What follows belongs to an exercise in optimizing a design on an open flow for small area, a short achievable clock period and few clock cycles; a production flow would make more cautious choices. In this exercise RTL edits were held to simulation tests only and were not proved equivalent to the original. Power is estimated from default activity; no workload was simulated.

==> flow/design.v (excerpt) <==
module hart #(
    parameter logic [32-1:0] RESET_ADDR = 32'h0000_0000
) (
    input  logic        i_clk,
    input  logic        i_rst_n,
    output logic [31:0] o_imem_raddr,
    input  logic [31:0] i_imem_rdata,
    output logic [31:0] o_dmem_addr,
    output logic        o_dmem_ren,
    output logic        o_dmem_wen,
    output logic [31:0] o_dmem_wdata,
    input  logic [31:0] i_dmem_rdata,
    output logic        o_retire_valid,
    output logic [31:0] o_retire_inst,
    output logic        o_retire_trap,
    output logic        o_retire_halt,
    output logic [4:0]  o_retire_rs1_raddr,
    output logic [4:0]  o_retire_rs2_raddr,
    output logic [31:0] o_retire_rs1_rdata,
    output logic [31:0] o_retire_rs2_rdata,
    output logic [4:0]  o_retire_rd_waddr,
    output logic [31:0] o_retire_rd_wdata,
    output logic [31:0] o_retire_pc,
    output logic [31:0] o_retire_next_pc
);
    logic [31:2] pc;         
    logic [31:2] m_npc;      
    logic [31:2] m_pc;       
    logic        halted;     
    logic        ex_valid;
    logic [31:0] ex_inst;
    logic [31:0] ex_a;       
    logic [31:0] ex_b;       
    logic        ex_use1;
    logic        ex_use2;
    logic        ex_wen;     
    logic        ex_load;
    logic        ex_store;
    logic        ex_ill;
    logic        ex_halt;
    logic        ex_r_add;   
    logic        ex_sll;
    logic        ex_r_sr;    
    logic        ex_sra;
    logic        ex_r_slt;
    logic        ex_r_sltu;
    logic        ex_r_xor;
    logic        ex_r_or;
    logic        ex_r_and;
    logic        ex_sub;     
    logic [31:0] ex_badd;    
    logic        ex_fc_ld, ex_fc_alu;   
    logic        ex_fa_ld, ex_fa_alu;
    logic        ex_fb_ld, ex_fb_alu;
    logic        m_valid;
    logic [31:0] m_inst;
    logic [31:0] m_result;   
    logic [31:0] m_rs1;
    logic [31:0] m_rs2;      
    logic        m_use1;
    logic        m_use2;
    logic        m_wen;
    logic        m_ren;      
    logic        m_wen_st;   
    logic        m_trap;
    logic        m_halt;
    logic        m_rd_ld;    
  ...
export LEC_CHECK = 0
export CAP_MARGIN = 20
export CORE_MARGIN = 2
export CORE_UTILIZATION = 50
export CTS_BUF_LIST = sky130_fd_sc_hd__clkbuf_16
export CTS_CLUSTER_DIAMETER = 60
export CTS_CLUSTER_SIZE = 30
export SETUP_SLACK_MARGIN = 2.6
export SLEW_MARGIN = 20
create_clock -name core_clock -period 6.0 [get_ports {i_clk}]
standard.sh (not shown) runs the stock make flow with config.mk's settings and CLKGATE_MAP_FILE= SYNTH_SCRIPT=/design/flow/synth_recipe.tcl, a recipe that flattens the netlist after the stock synthesis.
==> flow/flow/run.sh <==
#!/bin/bash
# Layout flow: the standard ORFS flow (standard.sh, unchanged synthesis and
# steps), except that the port buffers buffer_ports inserts at placement are
# sky130_fd_sc_hd__buf_2 cells rather than the library's default choice.
# make's full output goes to flow_make.log; each ORFS step keeps its own log
# under orfs/logs/.
set -euo pipefail
bash standard.sh "BUFFER_PORTS_ARGS=-buffer_cell sky130_fd_sc_hd__buf_2" finish > flow_make.log 2>&1
Testbench counts at the start, summed over its fixed seeds: cycles 34,640.
Change:
==> flow/config.mk (replaced) <==
export PLATFORM = sky130hd
export DESIGN_NAME = hart
export DESIGN_NICKNAME = hart
export VERILOG_FILES = /design/flow/design.v
export SDC_FILE = /design/flow/constraint.sdc
export NUM_CORES = 4
export LEC_CHECK = 0
export CAP_MARGIN = 20
export CORE_MARGIN = 2
export CORE_UTILIZATION = 40
export SETUP_SLACK_MARGIN = 2.8
export SLEW_MARGIN = 20
Effect: The changed run went through all stages and came out clean; cell count is higher by a little under a tenth; clock skew is lower by 0.0081 ns; routed wire length is higher slightly; hold slack gets worse by 0.014 ns; total power is higher by a few percent; via count is higher by a few percent; critical path depth is lower by 1.
Change:
--- a/flow/config.mk
+++ b/flow/config.mk
@@ -8,5 +8,8 @@
 export CAP_MARGIN = 20
 export CORE_MARGIN = 2
-export CORE_UTILIZATION = 40
-export SETUP_SLACK_MARGIN = 2.8
+export CORE_UTILIZATION = 45
+export CTS_BUF_LIST = sky130_fd_sc_hd__clkbuf_16
+export CTS_CLUSTER_DIAMETER = 60
+export CTS_CLUSTER_SIZE = 30
+export SETUP_SLACK_MARGIN = 2.5
 export SLEW_MARGIN = 20
- final cell count goes down by about 5%
- area after synthesis does not change
- power decreases by about 4%
- wire length drops by about 1.6%
- die area decreases by about 11%
- setup slack loses 0.076 ns
- global-route usage grows by 4.2 points
- clock-buffer cell count falls by 79
- non-clock buffer count went down by 102
- cell area went down by 3.1%
- first-iteration DRC count came out lower by 2.6%
Change:
--- a/flow/config.mk
+++ b/flow/config.mk
@@ -8,8 +8,8 @@
 export CAP_MARGIN = 20
 export CORE_MARGIN = 2
-export CORE_UTILIZATION = 45
+export CORE_UTILIZATION = 50
 export CTS_BUF_LIST = sky130_fd_sc_hd__clkbuf_16
 export CTS_CLUSTER_DIAMETER = 60
 export CTS_CLUSTER_SIZE = 30
-export SETUP_SLACK_MARGIN = 2.5
+export SETUP_SLACK_MARGIN = 2.8
 export SLEW_MARGIN = 20
After rerunning: The changed run ran to the end with no violations; design area goes up by about 1.8%; count of clock-buffer cells in the layout grows by 3; setup slack improves by 0.12 ns; utilization grows by 7.2 points; synthesized area stays the same; hold slack gets better by 0.0043 ns; clock skew is lower by 0.0062 ns; via count barely changes; critical path depth stays the same; power climbs by about 2%.

========
garnet:
hart again, from the RTL that the note above started with.
clock: 6.0 ns
lec_check: 0
cap_margin: 20
core_margin: 2
core_utilization: 55
cts_buf_list: sky130_fd_sc_hd__clkbuf_16
cts_cluster_diameter: 60
cts_cluster_size: 30
setup_slack_margin: 2.8
slew_margin: 20
Scripts as last shown in full above: flow/flow/run.sh
garnet completed every stage of the flow, and the final layout passed the timing, DRC and antenna checks.
Testbench counts of garnet, summed over its fixed seeds: cycles 34,640.
For tundra, these inputs were changed with respect to garnet:
# garnet
export LEC_CHECK = 0
export CAP_MARGIN = 20
export CORE_MARGIN = 2
export CORE_UTILIZATION = 55
export CTS_BUF_LIST = sky130_fd_sc_hd__clkbuf_16
export CTS_CLUSTER_DIAMETER = 60
export CTS_CLUSTER_SIZE = 30
export SETUP_SLACK_MARGIN = 2.8
export SLEW_MARGIN = 20
create_clock -name core_clock -period 6.0 [get_ports {i_clk}]
# tundra
export LEC_CHECK = 0
export CAP_MARGIN = 20
export CORE_MARGIN = 2
export CORE_UTILIZATION = 40
export CTS_BUF_LIST = sky130_fd_sc_hd__clkbuf_16
export CTS_CLUSTER_DIAMETER = 60
export CTS_CLUSTER_SIZE = 30
export SETUP_SLACK_MARGIN = 2.8
export SLEW_MARGIN = 20
create_clock -name core_clock -period 6.0 [get_ports {i_clk}]
==> run notes <==
- tundra: no failed stages, no open violations at the end
- Largest driver fanout on the critical path is higher on tundra
- Summary of the comparison: critical path depth in cells is lower in tundra, relative to garnet.
- tundra falls short of garnet in setup slack of the most critical reg-to-reg path.
- Per the comparison of tundra with garnet, number of standard cells after synthesis now sits at about the same level; minimum setup slack in the final design dropped 0.12 ns.

re-timing with driven ports:
How much do the figures lean on ideal ports? The routed layouts below were timed once more, with nothing changed but the port constraints.
Step 1 sets driving cells, clkbuf_16 on the clock port and buf_2 on the other inputs (assumed; they add their load-dependent delay and slew).
Step 2, shift: input delay + t, output delay - t, t = (earliest + latest rising clock arrival at the registers) / 2. This alone moves slack from input paths to output paths.
a / b / c = no drivers / after step 1 / after step 2; a / b = the first two.
run | t, ns | setup slack, ns | latest minus earliest clock arrival (ns) | slew at the worst register clock pin (ns) | worst data-port slew with drivers (ns)
the first run of note 1 | 0.839 | 2.355 / 2.355 / 1.636 | 0.058 / 0.058 | 0.10 / 0.10 | 0.08
the second run of note 1 | 0.894 | 2.323 / 2.323 / 1.589 | 0.048 / 0.048 | 0.07 / 0.07 | 0.10
the third run of note 1 | 0.874 | 2.247 / 2.247 / 1.472 | 0.076 / 0.076 | 0.11 / 0.11 | 0.09
the fourth run of note 1 | 0.886 | 2.368 / 2.368 / 1.646 | 0.075 / 0.074 | 0.11 / 0.11 | 0.07
garnet | 0.848 | 2.442 / 2.442 / 1.721 | 0.088 / 0.088 | 0.11 / 0.11 | 0.14
tundra | 0.861 | 2.320 / 2.320 / 1.572 | 0.078 / 0.079 | 0.11 / 0.11 | 0.10
After both steps setup and hold are still met in every run listed. For the third run of note 1, which loses most, drivers alone change the setup slack by 0.000 ns; drivers and shift together by -0.775 ns.
